Background: an optimization exercise with open tools, aiming at small area, a short achievable clock period and few clock cycles. Do not read the settings as production practice. At most, simulation tests tie the RTL to the original design; equivalence was not proved. Power and IR drop assume default switching activity.

## 12-06
==> module inst_cache, before the edit <==
module inst_cache #(
  parameter int unsigned INC_BITS = 6
) (
  input  logic        clk,
  input  logic        rst,
  input  logic [15:0] instAddr,
  output logic        hit,
  output logic [15:0] instruction,
  output logic        memReq,
  output logic [15:0] memAddr,
  input  logic [15:0] memData,
  input  logic        memReady
);
  logic [15:0] memAddr_q;
  logic [15:0] same;        
  logic [3:0]  nibNe;       
  logic        notReady;    
  logic        loHit, hiSame;
  ic_xnor16 u_same (.a(memAddr_q), .b(instAddr), .y(same));
  ic_nand4  u_ne0  (.a(same[3:0]),   .y(nibNe[0]));
  ic_nand4  u_ne1  (.a(same[7:4]),   .y(nibNe[1]));
  ic_nand4  u_ne2  (.a(same[11:8]),  .y(nibNe[2]));
  ic_nand4  u_ne3  (.a(same[15:12]), .y(nibNe[3]));
  ic_nrdy   u_nrdy (.rst(rst), .ready(memReady), .y(notReady));
  ic_nor3   u_lo   (.a(nibNe[0]), .b(nibNe[1]), .c(notReady), .y(loHit));
  ic_nor2   u_hi   (.a(nibNe[2]), .b(nibNe[3]), .y(hiSame));
  ic_and2   u_hit  (.a(loHit), .b(hiSame), .y(hit));
  assign instruction = memData;
  assign memReq      = !rst;
  assign memAddr     = memAddr_q;
  always_ff @(posedge clk) begin
    memAddr_q <= {instAddr[15:INC_BITS], instAddr[INC_BITS-1:0] + INC_BITS'(hit)};
  end
endmodule
clock: 5.5 ns
lec_check: 0
cap_margin: 20
core_area: 3 3 87 87
cts_buf_list: sky130_fd_sc_hd__clkbuf_4
die_area: 0 0 90 90
setup_slack_margin: 2.3
slew_margin: 20
synth_hierarchical: 1
synth_minimum_keep_size: 0
run.sh (not shown) runs the stock make flow with config.mk's settings and CLKGATE_MAP_FILE= SYNTH_SCRIPT=/design/flow/synth_recipe.tcl, a recipe that flattens the netlist after the stock synthesis.
Testbench counts of 12-06, summed over its fixed seeds: cycles 33,817.
Input changes introduced in 07-04 (baseline for comparison: 12-06):
--- a/flow/design.v
+++ b/flow/design.v
@@ -1,7 +1,7 @@
 module inst_cache #(
-  parameter int unsigned INC_BITS = 6
+  parameter int unsigned INC_BITS = 4
 ) (
   input  logic        clk,
   input  logic        rst,
   input  logic [15:0] instAddr,
   output logic        hit,
[summary]
Clock insertion delay at the later pin of the skew report: 07-04 vs 12-06, no meaningful difference. Lower number of filler instances in the final layout goes to 07-04 over 12-06. | part of the power in the clock network | higher: 12-06 |. Of 07-04 and 12-06, it is 07-04 that has the lower met3 layer usage reported by global route. 07-04 vs 12-06, post-synthesis to final-layout area growth went up by 9.6 points. The detailed-route via count of 07-04 is lower than that of 12-06. Diff 12-06 -> 07-04 | combined global-route utilization of all metal layers | decrease of 0.16 points. 07-04 vs 12-06, worst setup slack went up by 0.066 ns. Re net switching component of the power: 07-04 is 4.1% down on 12-06. Sort 07-04 and 12-06 by fraction of layout cells with a size suffix above 1 desc -> top: 07-04. The lower largest net degree at the start of global routing came out of 07-04. When the final numbers for 07-04 and 12-06 were put side by side, the arrival time of data at the critical path endpoint turned out to be smaller in 07-04.
Testbench counts of 07-04, summed over its fixed seeds: cycles 34,909.

========
Starting RTL as in the previous note.
==> module ic_xnor16, before the edit <==
module ic_xnor16 (
  input  logic [15:0] a,
  input  logic [15:0] b,
  output logic [15:0] y
);
  assign y = ~(a ^ b);
endmodule
==> module ic_nor3, before the edit <==
module ic_nor3 (
  input  logic a,
  input  logic b,
  input  logic c,
  output logic y
);
  assign y = ~(a | b | c);
endmodule
==> module ic_and2, before the edit <==
module ic_and2 (
  input  logic a,
  input  logic b,
  output logic y
);
  assign y = a & b;
endmodule
==> flow/config.mk <==
export PLATFORM = sky130hd
export DESIGN_NAME = inst_cache
export DESIGN_NICKNAME = inst_cache
export VERILOG_FILES = /design/flow/design.v
export SDC_FILE = /design/flow/constraint.sdc
export NUM_CORES = 4
export LEC_CHECK = 0
export CAP_MARGIN = 20
export CORE_AREA = 3 3 87 87
export CTS_BUF_LIST = sky130_fd_sc_hd__clkbuf_4
export DIE_AREA = 0 0 90 90
export SLEW_MARGIN = 20
export SYNTH_HIERARCHICAL = 1
export SYNTH_MINIMUM_KEEP_SIZE = 0
==> flow/constraint.sdc <==
create_clock -name core_clock -period 5.5 [get_ports {clk}]
set_input_delay 1.1000 -clock core_clock [delete_from_list [all_inputs] [get_ports {clk}]]
set_output_delay 1.1000 -clock core_clock [all_outputs]
set_load 0.01 [all_outputs]
standard.sh (not shown) runs the stock make flow with config.mk's settings and CLKGATE_MAP_FILE= SYNTH_SCRIPT=/design/flow/synth_recipe.tcl, a recipe that flattens the netlist after the stock synthesis.
==> flow/flow/run.sh <==
#!/bin/bash
# Standard ORFS layout, with the port buffers inserted as the smallest plain
# buffer (sky130_fd_sc_hd__buf_1) so the resizer can size them like any other
# buffer.  make's full output goes to flow_make.log; ORFS's per-step logs stay
# under orfs/logs.
set -euo pipefail
bash standard.sh "BUFFER_PORTS_ARGS=-buffer_cell sky130_fd_sc_hd__buf_1" finish > flow_make.log 2>&1
The starting point completed with no timing, DRC or antenna violations.
Testbench counts at the start, summed over its fixed seeds: cycles 33,817.
Edit:
==> flow/design.v (replaced) <==
module inst_cache #(
  parameter int unsigned INC_BITS = 6
) (
  input  logic        clk,
  input  logic        rst,
  input  logic [15:0] instAddr,
  output logic        hit,
  output logic [15:0] instruction,
  output logic        memReq,
  output logic [15:0] memAddr,
  input  logic [15:0] memData,
  input  logic        memReady
);
  logic [15:0] memAddr_q;
  logic [15:0] diff;        
  logic [3:0]  nibEq;       
  logic        anyDiff;     
  logic        notReady;    
  ic_xor16  u_diff (.a(memAddr_q), .b(instAddr), .y(diff));
  ic_nor4   u_eq0  (.a(diff[3:0]),   .y(nibEq[0]));
  ic_nor4   u_eq1  (.a(diff[7:4]),   .y(nibEq[1]));
  ic_nor4   u_eq2  (.a(diff[11:8]),  .y(nibEq[2]));
  ic_nor4   u_eq3  (.a(diff[15:12]), .y(nibEq[3]));
  ic_nand4  u_ne   (.a(nibEq),       .y(anyDiff));
  ic_nrdy   u_nrdy (.rst(rst), .ready(memReady), .y(notReady));
  ic_nor2   u_hit  (.a(anyDiff), .b(notReady), .y(hit));
  assign instruction = memData;
  assign memReq      = !rst;
  assign memAddr     = memAddr_q;
  always_ff @(posedge clk) begin
    memAddr_q <= {instAddr[15:INC_BITS], instAddr[INC_BITS-1:0] + INC_BITS'(hit)};
  end
endmodule
module ic_xor16 (
  input  logic [15:0] a,
  input  logic [15:0] b,
  output logic [15:0] y
);
  assign y = a ^ b;
endmodule
module ic_nor4 (
  input  logic [3:0] a,
  output logic       y
);
  assign y = ~|a;
endmodule
module ic_nand4 (
  input  logic [3:0] a,
  output logic       y
);
  assign y = ~&a;
endmodule
module ic_nrdy (
  input  logic rst,
  input  logic ready,
  output logic y
);
  assign y = rst | ~ready;
endmodule
module ic_nor2 (
  input  logic a,
  input  logic b,
  output logic y
);
  assign y = ~(a | b);
endmodule
Outcome:
- synthesized area increases by 2.1%
- utilization climbs by 0.28 points
- global-route usage went up by 0.16 points
- power grows by 2.5%
- cell area rises by 2.1%
- non-clock buffer count is unchanged
- sequential power barely changes
- die area is unchanged
- via count goes down by 0.82%
- register-to-register slack loses 0.17 ns
- final cell count stays the same
- count of clock-buffer cells in the layout is unchanged
Only the layout flow was run in the second run of this note; the RTL was not checked for function there.

========
inst_cache, a different RTL version from the one above (not shown whole).
Size: about 17 flip-flops.
==> module inst_cache, before the edit <==
module inst_cache #(
  parameter int unsigned INC_BITS = 7
) (
  input  logic        clk,
  input  logic        rst,
  input  logic [15:0] instAddr,
  output logic        hit,
  output logic [15:0] instruction,
  output logic        memReq,
  output logic [15:0] memAddr,
  input  logic [15:0] memData,
  input  logic        memReady
);
  logic        act_q;       
  logic [15:0] memAddr_q;
  logic [15:0] same;        
  logic [3:0]  nibNe;       
  logic        notReady;    
  logic        loHit, hiSame;
  ic_xnor16 u_same (.a(memAddr_q), .b(instAddr), .y(same));
  ic_nand4  u_ne0  (.a(same[3:0]),   .y(nibNe[0]));
  ic_nand4  u_ne1  (.a(same[7:4]),   .y(nibNe[1]));
  ic_nand4  u_ne2  (.a(same[11:8]),  .y(nibNe[2]));
  ic_nand4  u_ne3  (.a(same[15:12]), .y(nibNe[3]));
  ic_nand2  u_nrdy (.a(act_q), .b(memReady), .y(notReady));
  ic_nor3   u_lo   (.a(nibNe[0]), .b(nibNe[1]), .c(notReady), .y(loHit));
  ic_nor2   u_hi   (.a(nibNe[2]), .b(nibNe[3]), .y(hiSame));
  ic_and2   u_hit  (.a(loHit), .b(hiSame), .y(hit));
  assign instruction = memData;
  assign memReq      = act_q;
  assign memAddr     = memAddr_q;
  always_ff @(posedge clk or posedge rst) begin
    if (rst) act_q <= 1'b0;
    else     act_q <= 1'b1;
  end
  always_ff @(posedge clk) begin
    memAddr_q <= {instAddr[15:INC_BITS], instAddr[INC_BITS-1:0] + INC_BITS'(hit)};
  end
endmodule
clock: 5.5 ns
lec_check: 0
cap_margin: 20
core_area: 3 3 87 87
die_area: 0 0 90 90
setup_slack_margin: 3
slew_margin: 20
synth_hierarchical: 1
synth_minimum_keep_size: 0
==> flow/flow/run.sh <==
#!/bin/bash
# Standard ORFS layout, with the port buffers inserted as the smallest plain
# buffer (sky130_fd_sc_hd__buf_1) so the resizer can size them like any other
# buffer, and a clock tree of clkbuf_4 cells without dummy loads.  make's full
# output goes to flow_make.log; ORFS's per-step logs stay under orfs/logs.
set -euo pipefail
bash standard.sh "BUFFER_PORTS_ARGS=-buffer_cell sky130_fd_sc_hd__buf_1" \
  "CTS_ARGS=-sink_clustering_enable -sink_clustering_size 30 -buf_list sky130_fd_sc_hd__clkbuf_4 -root_buf sky130_fd_sc_hd__clkbuf_4 -dont_use_dummy_load -repair_clock_nets" \
  finish > flow_make.log 2>&1
Next try:
--- a/flow/design.v
+++ b/flow/design.v
@@ -1,5 +1,5 @@
 module inst_cache #(
-  parameter int unsigned INC_BITS = 7
+  parameter int unsigned INC_BITS = 6
 ) (
   input  logic        clk,
   input  logic        rst,
What happened: Sequential power hardly moves. Cell area shrinks by about 3.3%. Non-clock buffer count grows by 2. Maximum frequency barely changes. Via count barely changes.
Testbench counts after the change, summed over its fixed seeds: cycles 33,817.
Only the layout flow was run in the first run of this note; the RTL was not checked for function there.

========
## run 1
Another version of the RTL of inst_cache (not shown whole).
Size: about 66 cells after synthesis, about 17 flip-flops, about 720 µm² of cells after synthesis.
==> module inst_cache, before the edit <==
module inst_cache #(
  parameter int unsigned INC_BITS = 5
) (
  input  logic        clk,
  input  logic        rst,
  input  logic [15:0] instAddr,
  output logic        hit,
  output logic [15:0] instruction,
  output logic        memReq,
  output logic [15:0] memAddr,
  input  logic [15:0] memData,
  input  logic        memReady
);
  logic        act_q;       
  logic [15:0] memAddr_q;
  logic [15:0] same;        
  logic [3:0]  nibNe;       
  logic        notReady;    
  logic        loHit, hiSame;
  ic_xnor16 u_same (.a(memAddr_q), .b(instAddr), .y(same));
  ic_nand4  u_ne0  (.a(same[3:0]),   .y(nibNe[0]));
  ic_nand4  u_ne1  (.a(same[7:4]),   .y(nibNe[1]));
  ic_nand4  u_ne2  (.a(same[11:8]),  .y(nibNe[2]));
  ic_nand4  u_ne3  (.a(same[15:12]), .y(nibNe[3]));
  ic_nand2  u_nrdy (.a(act_q), .b(memReady), .y(notReady));
  ic_nor3   u_lo   (.a(nibNe[0]), .b(nibNe[1]), .c(notReady), .y(loHit));
  ic_nor2   u_hi   (.a(nibNe[2]), .b(nibNe[3]), .y(hiSame));
  ic_and2   u_hit  (.a(loHit), .b(hiSame), .y(hit));
  assign instruction = memData;
  assign memReq      = act_q;
  assign memAddr     = memAddr_q;
  always_ff @(posedge clk or posedge rst) begin
    if (rst) act_q <= 1'b0;
    else     act_q <= 1'b1;
  end
  always_ff @(posedge clk) begin
    memAddr_q <= {instAddr[15:INC_BITS], instAddr[INC_BITS-1:0] + INC_BITS'(hit)};
  end
endmodule
==> flow/config.mk <==
export PLATFORM = sky130hd
export DESIGN_NAME = inst_cache
export DESIGN_NICKNAME = inst_cache
export VERILOG_FILES = /design/flow/design.v
export SDC_FILE = /design/flow/constraint.sdc
export NUM_CORES = 4
export LEC_CHECK = 0
export CAP_MARGIN = 20
export CORE_AREA = 3 3 87 87
export DIE_AREA = 0 0 90 90
export SETUP_SLACK_MARGIN = 3
export SLEW_MARGIN = 20
export SYNTH_HIERARCHICAL = 1
export SYNTH_MINIMUM_KEEP_SIZE = 0
==> flow/constraint.sdc <==
create_clock -name core_clock -period 5.5 [get_ports {clk}]
set_input_delay 1.1000 -clock core_clock [delete_from_list [all_inputs] [get_ports {clk}]]
set_output_delay 1.1000 -clock core_clock [all_outputs]
set_load 0.01 [all_outputs]
==> flow/flow/run.sh <==
#!/bin/bash
# Standard ORFS layout, with the port buffers inserted as the smallest plain
# buffer (sky130_fd_sc_hd__buf_1) so the resizer can size them like any other
# buffer.  make's full output goes to flow_make.log.
set -euo pipefail
bash standard.sh "BUFFER_PORTS_ARGS=-buffer_cell sky130_fd_sc_hd__buf_1" finish > flow_make.log 2>&1
The following lists how run 2 was set up differently from run 1:
-- flow/design.v --
<<< run 1, line 1
module inst_cache #(
  parameter int unsigned INC_BITS = 5
) (
  input  logic        clk,
>>> run 2, line 1
module inst_cache #(
  parameter int unsigned INC_BITS = 6
) (
  input  logic        clk,
## What came out
- [compare] base=run 1 new=run 2: area share of fa/ha/maj cells after synthesis stayed essentially flat, total routed wire length on the met1 layer now smaller.
- [run 2 vs run 1] switching part of the total power: lower in run 2
- Power: run 2 draws less than run 1
- Run 2 against run 1: met2 routing resource usage after global routing decreased 0.31 points, share of post-route cells with drive strength above 1 moved down.
- In run 2 the number of buffers other than clock buffers in the final layout turned out 2.6% lower than in run 1.
- As of run 2, maximum frequency from static timing analysis had risen slightly compared to run 1.
- Of run 1 and run 2, run 2 shows the higher combinational cell fraction of total power, with run 1 below it.
- Global-route wire length before repair ends up higher on run 1.
- Design area, run 1 and run 2: smaller value in run 1
Testbench counts of run 2, summed over its fixed seeds: cycles 33,817.
For run 1, only the layout was checked, not whether the RTL still works.

========
inst_cache with an RTL version that a note above also has.
Size: about 65 cells after synthesis, ~16 flip-flops, ~69 I/O pins, about 740 µm² of cells after synthesis.
==> module inst_cache, before the edit <==
module inst_cache #(
  parameter int unsigned INC_BITS = 6
) (
  input  logic        clk,
  input  logic        rst,
  input  logic [15:0] instAddr,
  output logic        hit,
  output logic [15:0] instruction,
  output logic        memReq,
  output logic [15:0] memAddr,
  input  logic [15:0] memData,
  input  logic        memReady
);
  logic [15:0] memAddr_q;
  logic [15:0] diff;        
  logic [3:0]  nibEq;       
  logic        anyDiff;     
  logic        notReady;    
  ic_xor16  u_diff (.a(memAddr_q), .b(instAddr), .y(diff));
  ic_nor4   u_eq0  (.a(diff[3:0]),   .y(nibEq[0]));
  ic_nor4   u_eq1  (.a(diff[7:4]),   .y(nibEq[1]));
  ic_nor4   u_eq2  (.a(diff[11:8]),  .y(nibEq[2]));
  ic_nor4   u_eq3  (.a(diff[15:12]), .y(nibEq[3]));
  ic_nand4  u_ne   (.a(nibEq),       .y(anyDiff));
  ic_nrdy   u_nrdy (.rst(rst), .ready(memReady), .y(notReady));
  ic_nor2   u_hit  (.a(anyDiff), .b(notReady), .y(hit));
  assign instruction = memData;
  assign memReq      = !rst;
  assign memAddr     = memAddr_q;
  always_ff @(posedge clk) begin
    memAddr_q <= {instAddr[15:INC_BITS], instAddr[INC_BITS-1:0] + INC_BITS'(hit)};
  end
endmodule
==> module ic_xor16, before the edit <==
module ic_xor16 (
  input  logic [15:0] a,
  input  logic [15:0] b,
  output logic [15:0] y
);
  assign y = a ^ b;
endmodule
==> module ic_nor4, before the edit <==
module ic_nor4 (
  input  logic [3:0] a,
  output logic       y
);
  assign y = ~|a;
endmodule
Settings: LEC_CHECK=0, CAP_MARGIN=20, CORE_AREA=3 3 87 87, CTS_BUF_LIST=sky130_fd_sc_hd__clkbuf_4, DIE_AREA=0 0 90 90, SETUP_SLACK_MARGIN=2.3, SLEW_MARGIN=20, SYNTH_HIERARCHICAL=1, SYNTH_MINIMUM_KEEP_SIZE=0; clock period 5.5 ns.
==> flow/flow/run.sh <==
#!/bin/bash
# Standard ORFS layout, with the port buffers inserted as the smallest plain
# buffer (sky130_fd_sc_hd__buf_1) so the resizer can size them like any other
# buffer.  make's full output goes to flow_make.log; ORFS's per-step logs stay
# under orfs/logs.
set -euo pipefail
bash standard.sh "BUFFER_PORTS_ARGS=-buffer_cell sky130_fd_sc_hd__buf_1" finish > flow_make.log 2>&1
Rerun with:
==> flow/design.v (replaced) <==
module inst_cache #(
  parameter int unsigned INC_BITS = 4
) (
  input  logic        clk,
  input  logic        rst,
  input  logic [15:0] instAddr,
  output logic        hit,
  output logic [15:0] instruction,
  output logic        memReq,
  output logic [15:0] memAddr,
  input  logic [15:0] memData,
  input  logic        memReady
);
  logic [15:0] memAddr_q;
  logic [15:0] same;        
  logic [3:0]  nibNe;       
  logic        notReady;    
  logic        loHit, hiSame;
  ic_xnor16 u_same (.a(memAddr_q), .b(instAddr), .y(same));
  ic_nand4  u_ne0  (.a(same[3:0]),   .y(nibNe[0]));
  ic_nand4  u_ne1  (.a(same[7:4]),   .y(nibNe[1]));
  ic_nand4  u_ne2  (.a(same[11:8]),  .y(nibNe[2]));
  ic_nand4  u_ne3  (.a(same[15:12]), .y(nibNe[3]));
  ic_nrdy   u_nrdy (.rst(rst), .ready(memReady), .y(notReady));
  ic_nor3   u_lo   (.a(nibNe[0]), .b(nibNe[1]), .c(notReady), .y(loHit));
  ic_nor2   u_hi   (.a(nibNe[2]), .b(nibNe[3]), .y(hiSame));
  ic_and2   u_hit  (.a(loHit), .b(hiSame), .y(hit));
  assign instruction = memData;
  assign memReq      = !rst;
  assign memAddr     = memAddr_q;
  always_ff @(posedge clk) begin
    memAddr_q <= {instAddr[15:INC_BITS], instAddr[INC_BITS-1:0] + INC_BITS'(hit)};
  end
endmodule
module ic_xnor16 (
  input  logic [15:0] a,
  input  logic [15:0] b,
  output logic [15:0] y
);
  assign y = ~(a ^ b);
endmodule
module ic_nand4 (
  input  logic [3:0] a,
  output logic       y
);
  assign y = ~&a;
endmodule
module ic_nrdy (
  input  logic rst,
  input  logic ready,
  output logic y
);
  assign y = rst | ~ready;
endmodule
module ic_nor3 (
  input  logic a,
  input  logic b,
  input  logic c,
  output logic y
);
  assign y = ~(a | b | c);
endmodule
module ic_nor2 (
  input  logic a,
  input  logic b,
  output logic y
);
  assign y = ~(a | b);
endmodule
module ic_and2 (
  input  logic a,
  input  logic b,
  output logic y
);
  assign y = a & b;
endmodule
The new run finished with timing, DRC and antenna clean.
First-iteration DRC count fell by 31%.
Via count fell by 16%.
Worst setup slack improved by 200 ps.
Sequential cell count does not change.
Cell area fell by 21%.
Combinational power fell by 19%.
Power fell by 5.2%.
Cell count fell by 6.3%.
Die area does not change.
Critical path depth stays the same.
Maximum frequency rose by 6.4%.
Worst hold slack improved by 50 ps.
Testbench counts after the change, summed over its fixed seeds: cycles 34,909.
No functional check of the RTL was part of the first run of this note.

==> afterwards: timing with drivers on the ports <==
How much do the figures lean on ideal ports? The routed layouts below were timed once more, with nothing changed but the port constraints.
Step 1 (the two cells are an assumption about what drives the block):
set clk [get_ports {clk}]
set_driving_cell -lib_cell sky130_fd_sc_hd__clkbuf_16 $clk
set_driving_cell -lib_cell sky130_fd_sc_hd__buf_2 [delete_from_list [all_inputs] $clk]
Step 2 adds t to the input delays and takes it off the output delays; t is the mean of the earliest and latest rising clock arrival at the registers after step 1. Input paths then give back, and output paths get back, about the clock's delay inside the block.
Three values: no drivers, after step 1, after step 2; two values: the first two.
run	shift t [ns]	setup WS [ns]	worst setup path at the end	slew at the worst register clock pin (ns)	worst slew at a driven data input, ns
12-06	0.311	2.369 / 2.342 / 2.342	input to output	0.11 / 0.11	0.07
07-04	0.305	2.435 / 2.413 / 2.413	input to output	0.10 / 0.10	0.06
the first run of note 2	0.299	2.236 / 2.207 / 2.207	input to output	0.10 / 0.10	0.07
the second run of note 2	0.308	2.160 / 2.137 / 2.137	input to output	0.10 / 0.10	0.07
the first run of note 3	0.307	2.491 / 2.444 / 2.444	input to output	0.10 / 0.10	0.07
the second run of note 3	0.306	2.494 / 2.446 / 2.446	input to output	0.10 / 0.10	0.07
run 1	0.279	2.472 / 2.436 / 2.436	input to output	0.08 / 0.08	0.06
run 2	0.269	2.496 / 2.457 / 2.457	input to output	0.07 / 0.07	0.07
the first run of note 5	0.309	2.233 / 2.190 / 2.076	input to register	0.11 / 0.11	0.07
the second run of note 5	0.304	2.428 / 2.406 / 2.406	input to output	0.10 / 0.10	0.06
After both steps setup and hold are still met in every run listed. The setup slack of the first run of note 5, which loses most, moves by -0.043 ns with the drivers and by -0.157 ns with both steps.
